Source: an optimization exercise on an open RTL-to-GDS flow (aim: small area and a short achievable clock period). Production flows keep margins and buffers that such runs may drop.
In this exercise RTL edits were held to simulation tests only and were not proved equivalent to the original.
No activity file was given, so power comes from the tool's default toggle rates.

==> flow/design.v <==
`default_nettype none
package fpu_pkg;
	typedef logic [31:0] fp32_t;	 
	typedef logic [31:0] int32_t;	 
	typedef logic [7:0]  exp_t;	 
	typedef logic [22:0] frac_t;	 
	typedef logic [23:0] sig_t;	 
	localparam exp_t EXP_MAX  = 8'd255;
	localparam exp_t EXP_BIAS = 8'd127;
	localparam int LATENCY = 3;
	typedef struct packed {
		logic [5:0] op1;	 
		logic [4:0] fmt;	 
		logic [5:0] op2;	 
	} instr_t;
	typedef struct packed {
		logic invalid_op;
		logic nan;
		logic ovf;
	} fpu_exc_t;
	typedef enum logic [2:0] {
		OP_IDLE,
		OP_ABS,
		OP_NEG,
		OP_FLOOR,
		OP_FTOI,
		OP_ITOF,
		OP_INVALID
	} op_t;
	localparam logic [5:0] OP1_COP1    = 6'b010001;
	localparam logic [4:0] FMT_S       = 5'b10000;
	localparam logic [4:0] FMT_W_FTOI  = 5'b00000;
	localparam logic [4:0] FMT_ITOF    = 5'b00100;
	localparam logic [5:0] FUNCT_ABS   = 6'b000101;
	localparam logic [5:0] FUNCT_NEG   = 6'b000111;
	localparam logic [5:0] FUNCT_FLOOR = 6'b001111;
	localparam logic [5:0] FUNCT_CVT   = 6'b000000;
endpackage
`default_nettype wire
`default_nettype none
module fpu_top (
	input  wire         clk,
	input  wire         rstn,
	input       fpu_pkg::instr_t instr,
	input       fpu_pkg::fp32_t  x1,	 
	input       fpu_pkg::int32_t x2,	 
	output fpu_pkg::fp32_t       y,
	output fpu_pkg::fpu_exc_t    exc
);
	function automatic logic [4:0] ftoi_amt(input logic [4:0] k);	 
		ftoi_amt = '0;
		for (int j = 0; j < 32; j++) if (k == 5'(j)) ftoi_amt = 5'((30 - j) & 31);
	endfunction
	function automatic logic [7:0] itof_exp(input logic [4:0] k);	 
		itof_exp = '0;
		for (int j = 0; j < 32; j++) if (k == 5'(j)) itof_exp = 8'(157 - j);
	endfunction
	function automatic logic [22:0] floor_mask(input logic [7:0] ee);
		for (int i = 0; i < 23; i++) floor_mask[i] = !ee[7] || (i < 22 && ee[4:0] <= 5'(21 - i));
	endfunction
	logic d_abs, d_neg, d_flr, d_ftoi, d_itof, cop1;
	assign cop1   = instr.op1 == fpu_pkg::OP1_COP1;
	assign d_abs  = cop1 && instr.fmt == fpu_pkg::FMT_S && instr.op2 == fpu_pkg::FUNCT_ABS;
	assign d_neg  = cop1 && instr.fmt == fpu_pkg::FMT_S && instr.op2 == fpu_pkg::FUNCT_NEG;
	assign d_flr  = cop1 && instr.fmt == fpu_pkg::FMT_S && instr.op2 == fpu_pkg::FUNCT_FLOOR;
	assign d_ftoi = cop1 && instr.fmt == fpu_pkg::FMT_W_FTOI && instr.op2 == fpu_pkg::FUNCT_CVT;
	assign d_itof = cop1 && instr.fmt == fpu_pkg::FMT_ITOF && instr.op2 == fpu_pkg::FUNCT_CVT;
	logic [7:0] e1;
	logic       fz_d, c_nan, c_ovf, c_half, c_norm;
	assign e1     = x1[30:23];
	assign fz_d   = x1[22:0] == '0;
	assign c_nan  = (e1 == 8'hff) && !fz_d;
	assign c_ovf  = !c_nan && ((e1 > 8'd158) || (e1 == 8'd158 && !(x1[31] && fz_d)));
	assign c_half = e1 == 8'd126;
	assign c_norm = (e1 >= 8'd127) && !c_nan && !c_ovf;
	logic fl_c_d;
	assign fl_c_d = x1[31] && e1 >= 8'd127 && e1 < 8'd150 && |(x1[22:0] & floor_mask(e1));
	logic o_sgn_d, o_flr_d, o_ft_d, o_fh_d, o_it_d;
	fpu_pkg::fpu_exc_t x_d;
	assign o_sgn_d       = rstn && (d_abs || d_neg);
	assign o_flr_d       = rstn && d_flr;
	assign o_ft_d        = rstn && d_ftoi && c_norm;
	assign o_fh_d        = rstn && d_ftoi && c_half;	 
	assign o_it_d        = rstn && d_itof && x2 != '0;
	assign x_d.invalid_op = rstn && !(d_abs || d_neg || d_flr || d_ftoi || d_itof);
	assign x_d.nan        = rstn && d_ftoi && c_nan;
	assign x_d.ovf        = rstn && d_ftoi && c_ovf;
	logic        s2;
	logic [30:0] v2;
	logic [30:0] pick;
	logic [30:0] cpl;
	logic [31:0] d_d;
	assign s2 = x2[31];
	assign v2 = x2[30:0];
	logic [30:0] vz;
	logic [4:0]  lz1;
	logic [4:0]  amt1;
	assign vz = x2[30:0] ^ {31{s2}};
	always_comb begin
		lz1 = 5'd31;
		for (int i = 0; i < 31; i++) begin
			if (vz[i]) lz1 = 5'(30 - i);
		end
	end
	assign amt1 = instr.fmt[2] ? lz1 : ftoi_amt(x1[27:23]);
	always_comb begin
		for (int i = 0; i < 23; i++) pick[i] = instr.fmt[2] ? v2[22-i] : x1[i];
		for (int i = 23; i < 31; i++) pick[i] = instr.fmt[2] ? v2[53-i] : x1[i];
		cpl[22:0]  = {23{instr.fmt[2] ? s2 : (!instr.fmt[4] && x1[31])}};
		cpl[30:23] = {8{instr.fmt[2] && s2}};
		d_d[30:0]  = pick ^ cpl;
		if (instr.fmt[2])  d_d[31] = s2;
		else if (d_neg)    d_d[31] = ~x1[31];
		else if (d_abs)    d_d[31] = 1'b0;
		else               d_d[31] = x1[31];
	end
	logic              o_sgn, o_flr, o_ft, o_fh, o_it;
	fpu_pkg::fpu_exc_t x_q;
	logic [31:0]       d_q;
	logic [4:0]        amt;	 
	logic              fz_q;	 
	logic              fl_c;	 
	always_ff @(posedge clk) begin
		fl_c  <= fl_c_d;
		amt   <= amt1;
		o_sgn <= o_sgn_d;
		o_flr <= o_flr_d;
		o_ft  <= o_ft_d;
		o_fh  <= o_fh_d;
		o_it  <= o_it_d;
		x_q   <= x_d;
		d_q   <= d_d;
		fz_q  <= fz_d;
	end
	logic        s;
	logic [7:0]  e;
	logic [22:0] fr;
	assign s  = d_q[31];
	assign e  = d_q[30:23];
	assign fr = d_q[22:0];
	logic [32:0] sin, sa, sb, sc, sd, se;
	assign sin  = {o_it ? s : ~s, d_q[22:0], o_it ? d_q[30:23] : {8{s}}, s};
	assign sa   = amt[4] ? {{16{s}}, sin[32:16]} : sin;
	assign sb   = amt[3] ? {{8{s}}, sa[32:8]} : sa;
	assign sc   = amt[2] ? {{4{s}}, sb[32:4]} : sb;
	assign sd   = amt[1] ? {{2{s}}, sc[32:2]} : sc;
	assign se   = amt[0] ? {s, sd[32:1]} : sd;
	logic [22:0] mask;
	logic        fl_mid;
	logic [31:0] fl_a;
	assign mask   = floor_mask(e);
	assign fl_mid = (e >= 8'd127) && (e < 8'd150);
	always_comb begin
		if (e == 8'hff && !fz_q)  fl_a = d_q | 32'h0040_0000;
		else if (!fl_mid && e >= 8'd150) fl_a = d_q;
		else if (!fl_mid) fl_a = (s && (e != '0 || !fz_q)) ? 32'hbf80_0000 : {s, 31'd0};
		else if (fl_c)    fl_a = d_q | {9'd0, mask};
		else              fl_a = d_q & ~{9'd0, mask};
	end
	logic        use_sh;
	logic [32:0] data_d;
	logic        s_d;
	logic        sel_f_d, sel_i_d;
	fpu_pkg::fpu_exc_t x2_d;
	assign use_sh = o_it | o_ft;
	always_comb begin
		if (use_sh)     data_d = se;
		else if (o_flr) data_d = {fl_a, fl_c};
		else if (o_fh)  data_d = {{32{s}}, ~s};	 
		else            data_d = {d_q, 1'b0};
	end
	assign s_d     = use_sh & s;
	assign sel_f_d = rstn && (o_sgn || o_flr || o_ft || o_fh);
	assign sel_i_d = rstn && o_it;
	assign x2_d    = rstn ? x_q : '0;
	logic [32:0]       data_q;
	logic [4:0]        lz_q;
	logic              s_q;
	logic              sel_f, sel_i;
	fpu_pkg::fpu_exc_t x2_q;
	always_ff @(posedge clk) begin
		data_q <= data_d;
		lz_q   <= amt;
		s_q    <= s_d;
		sel_f  <= sel_f_d;
		sel_i  <= sel_i_d;
		x2_q   <= x2_d;
	end
	logic [32:0] sq;
	assign sq = data_q;
	logic [31:0] nrm;
	logic [31:0] ai;
	logic        ci;
	always_comb begin
		for (int n = 0; n < 32; n++) nrm[n] = sq[32-n];
	end
	assign ai = {s_q, itof_exp(lz_q), nrm[30:8]};
	assign ci = s_q ? (nrm[7] | (&nrm[6:0] & nrm[8])) : (nrm[7] & (nrm[8] | (|nrm[6:0])));
	logic [31:0] a;
	logic        c;
	logic [31:0] pre;	 
	logic [31:0] y_d;
	assign a = ({32{sel_f}} & sq[32:1]) | ({32{sel_i}} & ai);
	assign c = (sel_f & sq[0]) | (sel_i & ci);
	always_comb begin
		pre[0] = 1'b1;
		for (int i = 1; i < 32; i++) pre[i] = pre[i-1] & a[i-1];
	end
	assign y_d = {32{rstn}} & (a ^ ({32{c}} & pre));	 
	always_ff @(posedge clk) begin
		y   <= y_d;
		exc <= rstn ? x2_q : '0;
	end
endmodule
`default_nettype wire
clock: 8.0 ns
lec_check: 0
cap_margin: 20
core_margin: 2
core_utilization: 40
slew_margin: 20
standard.sh (not shown) runs the stock make flow with config.mk's settings and CLKGATE_MAP_FILE= SYNTH_SCRIPT=/design/flow/synth_recipe.tcl, a recipe that flattens the netlist after the stock synthesis.
==> flow/flow/run.sh <==
#!/bin/bash
# Standard synthesis, then the combinational logic re-mapped by ABC with
# iterated choice-based mapping (flip-flops untouched), then the standard
# layout from floorplan on, with plain buffers on the ports and a
# lighter clock tree.
set -euo pipefail
WORK=$(pwd)
R=$WORK/orfs/results/$FLOW_PLATFORM/fpu_top/base
LOGS=$WORK/orfs/logs/$FLOW_PLATFORM/fpu_top/base
bash standard.sh synth > $WORK/flow_synth.log 2>&1
cp $R/1_2_yosys.v $R/1_2_yosys.std.v
YOSYS=$FLOW_HOME/../tools/install/yosys/bin/yosys
[ -x "$YOSYS" ] || YOSYS=$(command -v yosys)
export REABC_LIB=$FLOW_HOME/platforms/$FLOW_PLATFORM/lib/sky130_fd_sc_hd__tt_025C_1v80.lib
export REABC_IN=$R/1_2_yosys.std.v
export REABC_OUT=$R/1_2_yosys.v
export REABC_SCRIPT=$WORK/flow/abc.scr
export REABC_CONSTR=$WORK/orfs/objects/$FLOW_PLATFORM/fpu_top/base/abc.constr
export REABC_DONT_USE="$(grep -m1 -- '^abc -script' $LOGS/1_2_yosys.log | grep -o -- '-dont_use [^ ]*' | awk '{print $2}' | tr '\n' ' ')"
export REABC_FLOPS="$(grep -o 'sky130_fd_sc_hd__[a-z]*df[a-z0-9_]*' $R/1_2_yosys.std.v | sort -u | tr '\n' ' ')"
$YOSYS -c $WORK/flow/reabc.tcl > $WORK/flow_reabc.log 2>&1
rm -f $R/1_synth.odb $R/1_synth.sdc
export SETUP_SLACK_MARGIN=5.4
# port buffers: the smallest plain buffer, which the resizer upsizes where needed
export BUFFER_PORTS_ARGS="-buffer_cell sky130_fd_sc_hd__buf_1"
# clock tree: mid-size buffers and no dummy loads
export CTS_ARGS="-sink_clustering_enable -repair_clock_nets -buf_list sky130_fd_sc_hd__clkbuf_8 -dont_use_dummy_load"
bash standard.sh finish > $WORK/flow_finish.log 2>&1
Other scripts of this flow, unchanged in this note and not shown: flow/flow/abc.scr, flow/flow/reabc.tcl
Rerun with:
--- a/flow/flow/run.sh
+++ b/flow/flow/run.sh
@@ -21,5 +21,4 @@
 $YOSYS -c $WORK/flow/reabc.tcl > $WORK/flow_reabc.log 2>&1
 rm -f $R/1_synth.odb $R/1_synth.sdc
-export SETUP_SLACK_MARGIN=5.4
 # port buffers: the smallest plain buffer, which the resizer upsizes where needed
 export BUFFER_PORTS_ARGS="-buffer_cell sky130_fd_sc_hd__buf_1"
Settings changed: CORE_UTILIZATION 40 to 60, SETUP_SLACK_MARGIN set to 5.
Synthesized area does not change; worst hold slack got worse by 0.0047 ns; total power went down by 2.1%; setup slack loses 0.41 ns; clock power goes down by about 1%; via count is higher by 2.2%; combinational power decreases by 6.7%.
Rerun with:
Settings changed: CORE_UTILIZATION 60 to 40.
Register-to-register slack improved by 0.23 ns.
Utilization decreases by 23 points.
Via count decreases by a few percent.
Wire length decreases slightly.
Design area increases slightly.
Setup slack improved by 0.23 ns.
Power decreases slightly.
Clock-buffer cell count stays the same.
Global-route usage decreases by 13 points.
Rerun with:
--- a/flow/flow/run.sh
+++ b/flow/flow/run.sh
@@ -21,4 +21,5 @@
 $YOSYS -c $WORK/flow/reabc.tcl > $WORK/flow_reabc.log 2>&1
 rm -f $R/1_synth.odb $R/1_synth.sdc
+export SETUP_SLACK_MARGIN=5.2
 # port buffers: the smallest plain buffer, which the resizer upsizes where needed
 export BUFFER_PORTS_ARGS="-buffer_cell sky130_fd_sc_hd__buf_1"
Settings changed: SETUP_SLACK_MARGIN 5 to unset.
After rerunning:
- The new run finished clean
- clock-buffer cell count is unchanged
- synthesized area does not change
- worst hold slack is about the same
- final cell count stays flat
- total power is higher by 0.43%
- final area rises by 1.4%
- die area is unchanged
- setup slack is better by 0.090 ns
- non-clock buffer count went up by 1
- global-route usage drops by 0.55 points
- synthesized cell count stays the same

[what the ideal ports hide]
How much do the figures lean on ideal ports? The routed layouts below were timed once more, with nothing changed but the port constraints.
Step 1 assumes that a clkbuf_16 drives the clock port and a buf_2 every other input.
Step 2 moves the port delays by t, midway between the first and last clock arrival at a register: inputs arrive t later, outputs are due t later. That takes back most of the time a late clock gives input paths.
a / b / c = ideal ports / drivers / drivers and shift; a / b = the first two.
run	t, ns	setup WS [ns]	clock arrival spread, ns	cell pins on the clock port's net
the first run	0.452	5.313 / 5.313 / 4.861	0.029 / 0.029	1
the second run	0.459	4.907 / 4.907 / 4.670	0.048 / 0.048	1
the third run	0.465	5.136 / 5.136 / 4.692	0.038 / 0.038	1
the fourth run	0.451	5.225 / 5.241 / 4.790	0.036 / 0.036	1
After both steps setup and hold are still met in every run listed. For the first run, which loses most, drivers alone change the setup slack by 0.000 ns; drivers and shift together by -0.452 ns.
